Source: an optimization exercise on an open RTL-to-GDS flow (aim: small area, a short achievable clock period and few clock cycles). Production flows keep margins and buffers that such runs may drop.
The RTL was checked by simulation tests, not by an equivalence proof against the original design.
Power is estimated from default activity; no workload was simulated.

==> config.mk <==
export PLATFORM = sky130hd
export DESIGN_NAME = matrix_mac_top
export DESIGN_NICKNAME = matrix_mac_top
export VERILOG_FILES = /design/flow/design.v
export SDC_FILE = /design/flow/constraint.sdc
export NUM_CORES = 4
export LEC_CHECK = 0
export CAP_MARGIN = 20
export CORE_MARGIN = 2
export CORE_UTILIZATION = 40
export SLEW_MARGIN = 20
==> constraint.sdc <==
create_clock -name core_clock -period 8.0 [get_ports {dca_port_11}]
set_input_delay 1.6000 -clock core_clock [delete_from_list [all_inputs] [get_ports {dca_port_11}]]
set_output_delay 1.6000 -clock core_clock [all_outputs]
set_load 0.01 [all_outputs]
==> design.v <==
`timescale 1ns/1ns
package mac_pkg;
  typedef enum logic [1:0] {
    OP_ADD   = 2'd0,
    OP_SUB   = 2'd1,
    OP_EWMUL = 2'd2,
    OP_OUTER = 2'd3
  } op_e;
  localparam int STEP_W = 4;
  localparam int ADD_LAT = 1;
  localparam int MUL_LAT = 2;
endpackage
`timescale 1ns/1ns
module mac_inst_reg
#(
  parameter int MATRIX_DIM = 4
)
(
  input  logic                                 dca_port_11,
  input  logic                                 dca_port_17,
  input  logic                                 i_start,
  input  logic                                 i_idle,
  input  logic [1:0]                           i_opcode,
  input  logic                                 i_init_acc,
  input  logic [MATRIX_DIM-1:0]                i_row_mask,
  input  logic [MATRIX_DIM-1:0]                i_col_mask,
  input  logic [mac_pkg::STEP_W-1:0]           i_steps,
  output logic [1:0]                           o_inst_opcode,
  output logic                                 o_inst_init_acc,
  output logic [mac_pkg::STEP_W-1:0]           o_inst_steps,
  output logic [MATRIX_DIM*MATRIX_DIM-1:0]     o_inst_elem_en
);
  localparam int NUM_ELEM = MATRIX_DIM * MATRIX_DIM;
  logic [NUM_ELEM-1:0]        elem_en_nxt;
  logic [mac_pkg::STEP_W-1:0] steps_nxt;
  always_comb
  begin
    for (int r = 0; r < MATRIX_DIM; r++)
    begin
      for (int c = 0; c < MATRIX_DIM; c++)
      begin
        elem_en_nxt[r*MATRIX_DIM + c] = i_row_mask[r] & i_col_mask[c];
      end
    end
  end
  always_comb
  begin
    steps_nxt = i_steps;
    if ((i_opcode != mac_pkg::OP_OUTER) || (i_steps == '0))
      steps_nxt = 'd1;
  end
  always_ff @(posedge dca_port_11 or negedge dca_port_17)
  begin
    if (!dca_port_17)
    begin
      o_inst_opcode   <= mac_pkg::OP_ADD;
      o_inst_init_acc <= 1'b0;
      o_inst_steps    <= 'd1;
      o_inst_elem_en  <= '0;
    end
    else if (i_start && i_idle)
    begin
      o_inst_opcode   <= i_opcode;
      o_inst_init_acc <= i_init_acc;
      o_inst_steps    <= steps_nxt;
      o_inst_elem_en  <= elem_en_nxt;
    end
  end
endmodule
`timescale 1ns/1ns
module mac_seq
(
  input  logic                       dca_port_11,
  input  logic                       dca_port_17,
  input  logic                       i_start,
  input  logic                       i_clear,
  input  logic [1:0]                 i_inst_opcode,
  input  logic [mac_pkg::STEP_W-1:0] i_inst_steps,
  output logic                       o_wb_valid,
  output logic                       o_wb_first,
  output logic                       o_wb_is_mul,
  output logic                       o_idle,
  output logic                       o_busy,
  output logic                       o_step_req,
  output logic                       o_done
);
  typedef enum logic {ST_IDLE, ST_RUN} state_e;
  state_e                      state;
  logic [mac_pkg::STEP_W-1:0]  step_cnt;
  logic [mac_pkg::STEP_W-1:0]  step_cnt_nxt;
  logic [mac_pkg::MUL_LAT-1:0] tag_valid;
  logic [mac_pkg::MUL_LAT-1:0] tag_first;
  logic                        is_mul;
  logic                        tags_pending;
  logic                        last_wb;
  int                          tap;
  assign is_mul = (i_inst_opcode == mac_pkg::OP_EWMUL) || (i_inst_opcode == mac_pkg::OP_OUTER);
  always_comb
  begin
    tap          = is_mul ? mac_pkg::MUL_LAT - 1 : mac_pkg::ADD_LAT - 1;
    tags_pending = 1'b0;
    for (int i = 0; i < mac_pkg::MUL_LAT; i++)
    begin
      if (i < tap)
        tags_pending = tags_pending | tag_valid[i];
    end
  end
  assign o_wb_valid  = tag_valid[tap];
  assign o_wb_first  = tag_first[tap];
  assign o_wb_is_mul = is_mul;
  assign last_wb      = o_wb_valid && !o_step_req && !tags_pending;
  assign step_cnt_nxt = step_cnt + 1'b1;
  assign o_idle = (state == ST_IDLE);
  assign o_busy = (state == ST_RUN);
  always_ff @(posedge dca_port_11 or negedge dca_port_17)
  begin
    if (!dca_port_17)
    begin
      state      <= ST_IDLE;
      step_cnt   <= '0;
      o_step_req <= 1'b0;
      o_done     <= 1'b0;
    end
    else if (i_clear)
    begin
      state      <= ST_IDLE;
      o_step_req <= 1'b0;
      o_done     <= 1'b0;
    end
    else
    begin
      case (state)
        ST_IDLE:
          if (i_start)
          begin
            state      <= ST_RUN;
            step_cnt   <= '0;
            o_step_req <= 1'b1;
          end
        ST_RUN:
        begin
          if (o_step_req)
          begin
            step_cnt <= step_cnt_nxt;
            if (step_cnt_nxt == i_inst_steps)
              o_step_req <= 1'b0;
          end
          o_done <= last_wb;
          if (o_done)
            state <= ST_IDLE;
        end
        default:
          state <= ST_IDLE;
      endcase
    end
  end
  always_ff @(posedge dca_port_11 or negedge dca_port_17)
  begin
    if (!dca_port_17)
    begin
      tag_valid <= '0;
      tag_first <= '0;
    end
    else if (i_clear)
    begin
      tag_valid <= '0;
      tag_first <= '0;
    end
    else
    begin
      tag_valid <= {tag_valid[mac_pkg::MUL_LAT-2:0], o_step_req};
      tag_first <= {tag_first[mac_pkg::MUL_LAT-2:0], o_step_req && (step_cnt == '0)};
    end
  end
endmodule
`timescale 1ns/1ns
module mac_lane
#(
  parameter int ELEM_W = 16
)
(
  input  logic              dca_port_11,
  input  logic              dca_port_17,
  input  logic              i_sub,
  input  logic [ELEM_W-1:0] i_a,
  input  logic [ELEM_W-1:0] i_b,
  output logic [ELEM_W-1:0] o_sum,
  output logic [ELEM_W-1:0] o_prod
);
  logic [ELEM_W-1:0] sum_pipe [mac_pkg::ADD_LAT];
  logic [ELEM_W-1:0] prod_pipe [mac_pkg::MUL_LAT];
  always_ff @(posedge dca_port_11 or negedge dca_port_17)
  begin
    if (!dca_port_17)
    begin
      for (int i = 0; i < mac_pkg::ADD_LAT; i++)
        sum_pipe[i] <= '0;
    end
    else
    begin
      sum_pipe[0] <= i_sub ? (i_a - i_b) : (i_a + i_b);
      for (int i = 1; i < mac_pkg::ADD_LAT; i++)
        sum_pipe[i] <= sum_pipe[i-1];
    end
  end
  always_ff @(posedge dca_port_11 or negedge dca_port_17)
  begin
    if (!dca_port_17)
    begin
      for (int i = 0; i < mac_pkg::MUL_LAT; i++)
        prod_pipe[i] <= '0;
    end
    else
    begin
      prod_pipe[0] <= i_a * i_b;
      for (int i = 1; i < mac_pkg::MUL_LAT; i++)
        prod_pipe[i] <= prod_pipe[i-1];
    end
  end
  assign o_sum  = sum_pipe[mac_pkg::ADD_LAT-1];
  assign o_prod = prod_pipe[mac_pkg::MUL_LAT-1];
endmodule
`timescale 1ns/1ns
module mac_datapath
#(
  parameter int MATRIX_DIM = 4,
  parameter int ELEM_W     = 16
)
(
  input  logic                                    dca_port_11,
  input  logic                                    dca_port_17,
  input  logic [MATRIX_DIM*MATRIX_DIM*ELEM_W-1:0] i_lhs,
  input  logic [MATRIX_DIM*MATRIX_DIM*ELEM_W-1:0] i_rhs,
  input  logic [1:0]                              i_inst_opcode,
  input  logic                                    i_wb_is_mul,
  output logic [MATRIX_DIM*MATRIX_DIM*ELEM_W-1:0] o_wb_data
);
  localparam int NUM_ELEM = MATRIX_DIM * MATRIX_DIM;
  logic                       is_outer;
  logic                       is_sub;
  logic [NUM_ELEM*ELEM_W-1:0] sum_flat;
  logic [NUM_ELEM*ELEM_W-1:0] prod_flat;
  assign is_outer = (i_inst_opcode == mac_pkg::OP_OUTER);
  assign is_sub   = (i_inst_opcode == mac_pkg::OP_SUB);
  for (genvar r = 0; r < MATRIX_DIM; r++)
  begin : g_row
    for (genvar c = 0; c < MATRIX_DIM; c++)
    begin : g_col
      localparam int IDX = r*MATRIX_DIM + c;
      logic [ELEM_W-1:0] op_a;
      logic [ELEM_W-1:0] op_b;
      assign op_a = is_outer ? i_lhs[(r*MATRIX_DIM)*ELEM_W +: ELEM_W] : i_lhs[IDX*ELEM_W +: ELEM_W];
      assign op_b = is_outer ? i_rhs[c*ELEM_W +: ELEM_W] : i_rhs[IDX*ELEM_W +: ELEM_W];
      mac_lane #(.ELEM_W(ELEM_W)) mac_lane_i
      (
        .dca_port_11 (dca_port_11),
        .dca_port_17 (dca_port_17),
        .i_sub       (is_sub),
        .i_a         (op_a),
        .i_b         (op_b),
        .o_sum       (sum_flat[IDX*ELEM_W +: ELEM_W]),
        .o_prod      (prod_flat[IDX*ELEM_W +: ELEM_W])
      );
    end
  end
  assign o_wb_data = i_wb_is_mul ? prod_flat : sum_flat;
endmodule
`timescale 1ns/1ns
module mac_acc
#(
  parameter int MATRIX_DIM = 4,
  parameter int ELEM_W     = 16
)
(
  input  logic                                    dca_port_11,
  input  logic                                    dca_port_17,
  input  logic [1:0]                              i_inst_opcode,
  input  logic                                    i_inst_init_acc,
  input  logic [MATRIX_DIM*MATRIX_DIM-1:0]        i_inst_elem_en,
  input  logic                                    i_wb_valid,
  input  logic                                    i_wb_first,
  input  logic                                    i_wb_is_mul,
  input  logic [MATRIX_DIM*MATRIX_DIM*ELEM_W-1:0] i_wb_data,
  output logic [MATRIX_DIM*MATRIX_DIM*ELEM_W-1:0] o_result
);
  localparam int NUM_ELEM = MATRIX_DIM * MATRIX_DIM;
  logic [NUM_ELEM-1:0][ELEM_W-1:0] bank;
  logic                            accumulate;
  assign accumulate = i_wb_is_mul && (i_inst_opcode == mac_pkg::OP_OUTER) &&
                      !(i_wb_first && i_inst_init_acc);
  always_ff @(posedge dca_port_11 or negedge dca_port_17)
  begin
    if (!dca_port_17)
      bank <= '0;
    else if (i_wb_valid)
    begin
      for (int i = 0; i < NUM_ELEM; i++)
      begin
        if (i_inst_elem_en[i])
        begin
          if (accumulate)
            bank[i] <= bank[i] + i_wb_data[i*ELEM_W +: ELEM_W];
          else
            bank[i] <= i_wb_data[i*ELEM_W +: ELEM_W];
        end
      end
    end
  end
  assign o_result = bank;
endmodule
`timescale 1ns/1ns
module matrix_mac_top
#(
  parameter int MATRIX_DIM = 4,
  parameter int ELEM_W     = 16
)
(
  input  logic                                    dca_port_11,
  input  logic                                    dca_port_17,
  input  logic                                    i_start,
  input  logic                                    i_clear,
  input  logic [1:0]                              i_opcode,
  input  logic                                    i_init_acc,
  input  logic [MATRIX_DIM-1:0]                   i_row_mask,
  input  logic [MATRIX_DIM-1:0]                   i_col_mask,
  input  logic [mac_pkg::STEP_W-1:0]              i_steps,
  input  logic [MATRIX_DIM*MATRIX_DIM*ELEM_W-1:0] i_lhs,
  input  logic [MATRIX_DIM*MATRIX_DIM*ELEM_W-1:0] i_rhs,
  output logic                                    o_busy,
  output logic                                    o_step_req,
  output logic                                    o_done,
  output logic [MATRIX_DIM*MATRIX_DIM*ELEM_W-1:0] o_result
);
  logic seq_idle;
  logic [1:0]                              inst_opcode;
  logic                                    inst_init_acc;
  logic [mac_pkg::STEP_W-1:0]              inst_steps;
  logic [MATRIX_DIM*MATRIX_DIM-1:0]        inst_elem_en;
  logic                                    wb_valid;
  logic                                    wb_first;
  logic                                    wb_is_mul;
  logic [MATRIX_DIM*MATRIX_DIM*ELEM_W-1:0] wb_data;
  mac_inst_reg #(.MATRIX_DIM(MATRIX_DIM)) mac_inst_reg_i
  (
    .dca_port_11     (dca_port_11),
    .dca_port_17     (dca_port_17),
    .i_start         (i_start),
    .i_idle          (seq_idle),
    .i_opcode        (i_opcode),
    .i_init_acc      (i_init_acc),
    .i_row_mask      (i_row_mask),
    .i_col_mask      (i_col_mask),
    .i_steps         (i_steps),
    .o_inst_opcode   (inst_opcode),
    .o_inst_init_acc (inst_init_acc),
    .o_inst_steps    (inst_steps),
    .o_inst_elem_en  (inst_elem_en)
  );
  mac_seq mac_seq_i
  (
    .dca_port_11   (dca_port_11),
    .dca_port_17   (dca_port_17),
    .i_start       (i_start),
    .i_clear       (i_clear),
    .i_inst_opcode (inst_opcode),
    .i_inst_steps  (inst_steps),
    .o_wb_valid    (wb_valid),
    .o_wb_first    (wb_first),
    .o_wb_is_mul   (wb_is_mul),
    .o_idle        (seq_idle),
    .o_busy        (o_busy),
    .o_step_req    (o_step_req),
    .o_done        (o_done)
  );
  mac_datapath #(.MATRIX_DIM(MATRIX_DIM), .ELEM_W(ELEM_W)) mac_datapath_i
  (
    .dca_port_11   (dca_port_11),
    .dca_port_17   (dca_port_17),
    .i_lhs         (i_lhs),
    .i_rhs         (i_rhs),
    .i_inst_opcode (inst_opcode),
    .i_wb_is_mul   (wb_is_mul),
    .o_wb_data     (wb_data)
  );
  mac_acc #(.MATRIX_DIM(MATRIX_DIM), .ELEM_W(ELEM_W)) mac_acc_i
  (
    .dca_port_11     (dca_port_11),
    .dca_port_17     (dca_port_17),
    .i_inst_opcode   (inst_opcode),
    .i_inst_init_acc (inst_init_acc),
    .i_inst_elem_en  (inst_elem_en),
    .i_wb_valid      (wb_valid),
    .i_wb_first      (wb_first),
    .i_wb_is_mul     (wb_is_mul),
    .i_wb_data       (wb_data),
    .o_result        (o_result)
  );
endmodule
==> run.sh <==
#!/bin/bash
# synth_recipe.tcl (not shown) runs the flow's synth.tcl, then flattens the netlist and writes it again
# the make line also repeats each setting of config.mk as NAME=value (left out here)
make -C /OpenROAD-flow-scripts/flow DESIGN_CONFIG=/design/flow/config.mk WORK_HOME=/design/flow/orfs CLKGATE_MAP_FILE= SYNTH_SCRIPT=/design/flow/synth_recipe.tcl finish
==> impl_metrics.json <==
{
  "cts_tree": "done",
  "finalNetCount": 18600,
  "cts_root_buffer": "clkbuf_16",
  "setup_viol": 0,
  "ios": 790,
  "grt_usage": 0.3009,
  "ys_warn_count": 6,
  "viasPerCell": 5.259,
  "critPathCaptureType": "register",
  "max_freq_mhz": 135.9,
  "final.fill_count": 30490,
  "place_inst": 19470,
  "grt_pass1_vias": 103800,
  "p_per_area_nw_per_um2": 549.3,
  "ys_seq_area_frac": 0.2104,
  "hp-class": "reg2reg",
  "pre_cts_ws_ns": 0.02820,
  "start_kind": "register",
  "finalHoldViolations": 0,
  "chipHeight_um": 564.8,
  "max_slew.worst_pin.slew_ns": 1.037,
  "r2r_slack_ns": 0.64,
  "final.setup.tns_ns": 0,
  "holdBufCountCts": 0,
  "cp_max_fo": 23,
  "irDropWorstVdd_v": 0.0006163,
  "grt_pass1_wl_um": 701200,
  "cts_setup_buffers": 0,
  "use_met3": 0.06402,
  "num_vias": 104000,
  "cts_resized": 0,
  "async_flop_share": 1.000,
  "synth_area_um2": 125800,
  "synthCells": 14320,
  "grt-ovfl-total": 0,
  "crit_arrival_ns": 8.10,
  "yosysUniqueCellTypes": 95,
  "path_clk_slew_ns": 0.06,
  "slew_violations": 0,
  "synth_seq_cells": 1058,
  "fin_crit_sh": 0.9195,
  "wl_per_cell_um": 24.31,
  "grtUsageMet1": 0.3968,
  "cellLeakagePower_nw": 71.68,
  "drive_gt1_frac": 0.08704,
  "syn_nets": 17450,
  "rsz0062_at_grt": "false",
  "antenna_found_initial": 101,
  "coreArea_um2": 312400,
  "min_period_ns": 7.356,
  "timing.final.ws_setup_ns": 0.6437,
  "htreeDepth": 4,
  "busiest_layer": "met2",
  "skew_ns": 0.1025,
  "rows": 205,
  "start_util": 0.4027,
  "ys.flop_type": "dfrtp_1",
  "drv_cap": 0,
  "path_class": "reg2reg",
  "fin_cells": 19770,
  "grt_start_max_net_pins": 158,
  "drc": 0,
  "drt_iter0_drc": 7966,
  "relSlewSlack": 0.3079,
  "cts_buffer_depth": 4,
  "firstDrtPassIters": 6,
  "dieArea_um2": 319000,
  "numCtsBuffers": 140,
  "die_w_um": 564.8,
  "outcome": "complete, no violations",
  "ant_nets": 0,
  "wl_um": 480600,
  "clk_latency_ns": 0.91,
  "synth_edf_count": 0,
  "io_buffers": 789,
  "hpwl_um": 396900,
  "syn_to_final_growth_pct": 17.62,
  "use_met2": 0.4589,
  "cp.required_ns": 8.74,
  "syn_avg_cell_area_um2": 8.789,
  "clock-sinks": 1058,
  "routabilityCongestion": 0.9962
}
==> placed cells by master, fill, tap and decap left out, drive strengths merged, types with 79 or more instances in the layout <==
| cell type | netlist | routed |
|---|---|---|
| inv | 2157 | 2173 |
| nand2 | 1597 | 1597 |
| nor2 | 1407 | 1407 |
| fa | 1311 | 1311 |
| ha | 1293 | 1293 |
| dfrtp | 1057 | 1057 |
| xnor2 | 948 | 948 |
| a21oi | 824 | 824 |
| clkdlybuf4s50 | 0 | 788 |
| buf | 122 | 730 |
| o21ai | 455 | 455 |
| and2 | 421 | 421 |
| a21o | 276 | 276 |
| mux2 | 259 | 259 |
| xor2 | 255 | 255 |
| nor3 | 184 | 184 |
| clkbuf | 384 | 183 |
| and3 | 145 | 145 |
| o21a | 121 | 121 |
| nand3 | 118 | 118 |
| nor2b | 116 | 116 |
| a31oi | 79 | 79 |
==> area by class of cell <==
class                   count  area, um2  area share
clock buffers             183       3916     0.02646
multi-input cells       10590      89220      0.6029
well taps                4140       5180     0.03500
repair buffers           1518      14060     0.09500
clock inverters            69      874.6    0.005910
diodes                     47      117.6   0.0007948
inverters                2166       8130     0.05494
flip-flops and latches   1058      26480      0.1790
==> sequential cells by signal, indices dropped and copies added (netlist names) <==
signal and flops:
mac_inst_reg_i.o_inst_elem_en 16, mac_seq_i.tag_first 2, mac_inst_reg_i.o_inst_init_acc 1, mac_seq_i.state 1, mac_seq_i.step_cnt 4, mac_seq_i.tag_valid 2, mac_inst_reg_i.o_inst_opcode 2, mac_inst_reg_i.o_inst_steps 4
mac_acc_i.bank 256, mac_seq_i.o_done 1, mac_seq_i.o_step_req 1, mac_datapath_i.g_row.g_col.mac_lane_i.sum_pipe 256, mac_datapath_i.g_row.g_col.mac_lane_i.prod_pipe 512
==> logic make-up after synthesis <==
family / count (synthesis) / share of synthesized area
mux: 333 / 0.02907
flops: 1058 / 0.2104
xor+xnor: 1203 / 0.08375
buf+inv: 2672 / 0.08096
fa+ha+maj: 2610 / 0.3377
compound gates: 2187 / 0.1085
simple gates: 4252 / 0.1496
==> where the power goes <==
group / total [W] / internal [W] / switching (W)
Sequential: 0.00979 / 0.00861 / 0.00119
Combinational: 0.0648 / 0.0300 / 0.0349
Clock: 0.00664 / 0.00392 / 0.00272
Total: 0.0813 / 0.0425 / 0.0388
==> worst max-delay path, stage by stage (launching register included) <==
cell     delay [ns]
dfrtp_4        0.65
and2_2         0.74
nand2_1        0.63
nand2_1        0.50
nand2_1        0.13
fa_1           0.50
fa_1           0.54
inv_1          0.05
fa_1           0.40
fa_1           0.49
inv_1          0.05
fa_1           0.50
fa_1           0.40
xor2_1         0.16
xnor2_1        0.21
xnor2_1        0.16
xnor2_1        0.10
xnor2_1        0.23
xnor2_1        0.17
xnor2_1        0.10
xnor2_1        0.25
xnor2_1        0.15
==> cells in the mapped netlist, types with 26 or more instances <==
master	instances	area, um2
a31oi_1	79	494.2
buf_1	49	183.9
nor2b_1	116	725.7
buf_2	61	305.3
ha_1	1293	16180
a21o_1	275	2064
nand2_1	1596	5991
nand4_1	30	187.7
o31a_1	26	227.7
a211oi_1	29	217.7
o21bai_1	74	555.5
or2_2	62	387.9
clkbuf_1	383	1438
a21boi_0	47	352.8
o31ai_1	41	307.8
nor2_1	1407	5281
dfrtp_1	1057	26450
and2_1	421	2634
inv_1	2155	8089
nand2b_1	54	337.8
o21a_1	121	908.4
or3_1	43	269.0
xor2_1	255	2233
xnor2_1	948	8303
fa_1	1311	26250
nor3_1	183	915.9
nand3_1	118	590.6
a21oi_2	27	236.5
o21ai_0	453	2267
mux2i_1	74	740.7
mux2_2	259	2917
a21oi_1	797	3989
and3_1	145	907.1
==> per-layer routing <==
metal  vias up  part of all wire
met5         -           0.00060
li1      48100                 -
met3       847             0.080
met2      3736              0.44
met1     51220              0.42
met4        44             0.064
==> per-stage QoR <==
| step | util | area, um2 | hold WS (ns) | total power (W) |
|---|---|---|---|---|
| floorplan | - | 125800 | 0.3312 | 0.05774 |
| global placement | 0.4579 | 143100 | 0.3310 | 0.07387 |
| detailed placement | 0.4579 | 143100 | 0.3347 | 0.07445 |
| CTS | 0.4732 | 147800 | 0.3074 | 0.08172 |
| global route | 0.4736 | 147900 | 0.3139 | 0.09034 |
| finish | 0.4737 | 148000 | 0.3139 | 0.08128 |
==> path summary, 6_finish.rpt <==
path | start | endpoint | depth (start not counted)
worst max-delay path | mac_inst_reg_i.o_inst_opcode[1] | register | 21
worst max register to register | mac_inst_reg_i.o_inst_opcode[1] | register | 21
worst min-delay path | register | register | 0
min in group asynchronous | dca_port_17 | async pin | 1
max in group asynchronous | dca_port_17 | async pin | 3
worst min register to register | register | register | 0
Testbench counts, summed over its fixed seeds: cycles 11,929.

[static timing again, ports no longer ideal]
How much do the figures lean on ideal ports? The routed layout below was timed once more, with nothing changed but the port constraints. Step 1 sets driving cells, clkbuf_16 on the clock port and buf_2 on the other inputs (assumed; they add their load-dependent delay and slew). Step 2 moves the port delays by t, midway between the first and last clock arrival at a register: inputs arrive t later, outputs are due t later. That takes back most of the time a late clock gives input paths. Three values: ideal, step 1, step 2; two values: the first two.
shift t [ns]: 0.960
setup WS [ns]: 0.644 / 0.644 / -0.037
slew at the worst register clock pin (ns): 0.07 / 0.07
pins driven straight from the clock port: 1
With both steps, setup timing fails in this run, where it was met with ideal ports. For this run, drivers alone change the setup slack by 0.000 ns; drivers and shift together by -0.681 ns.
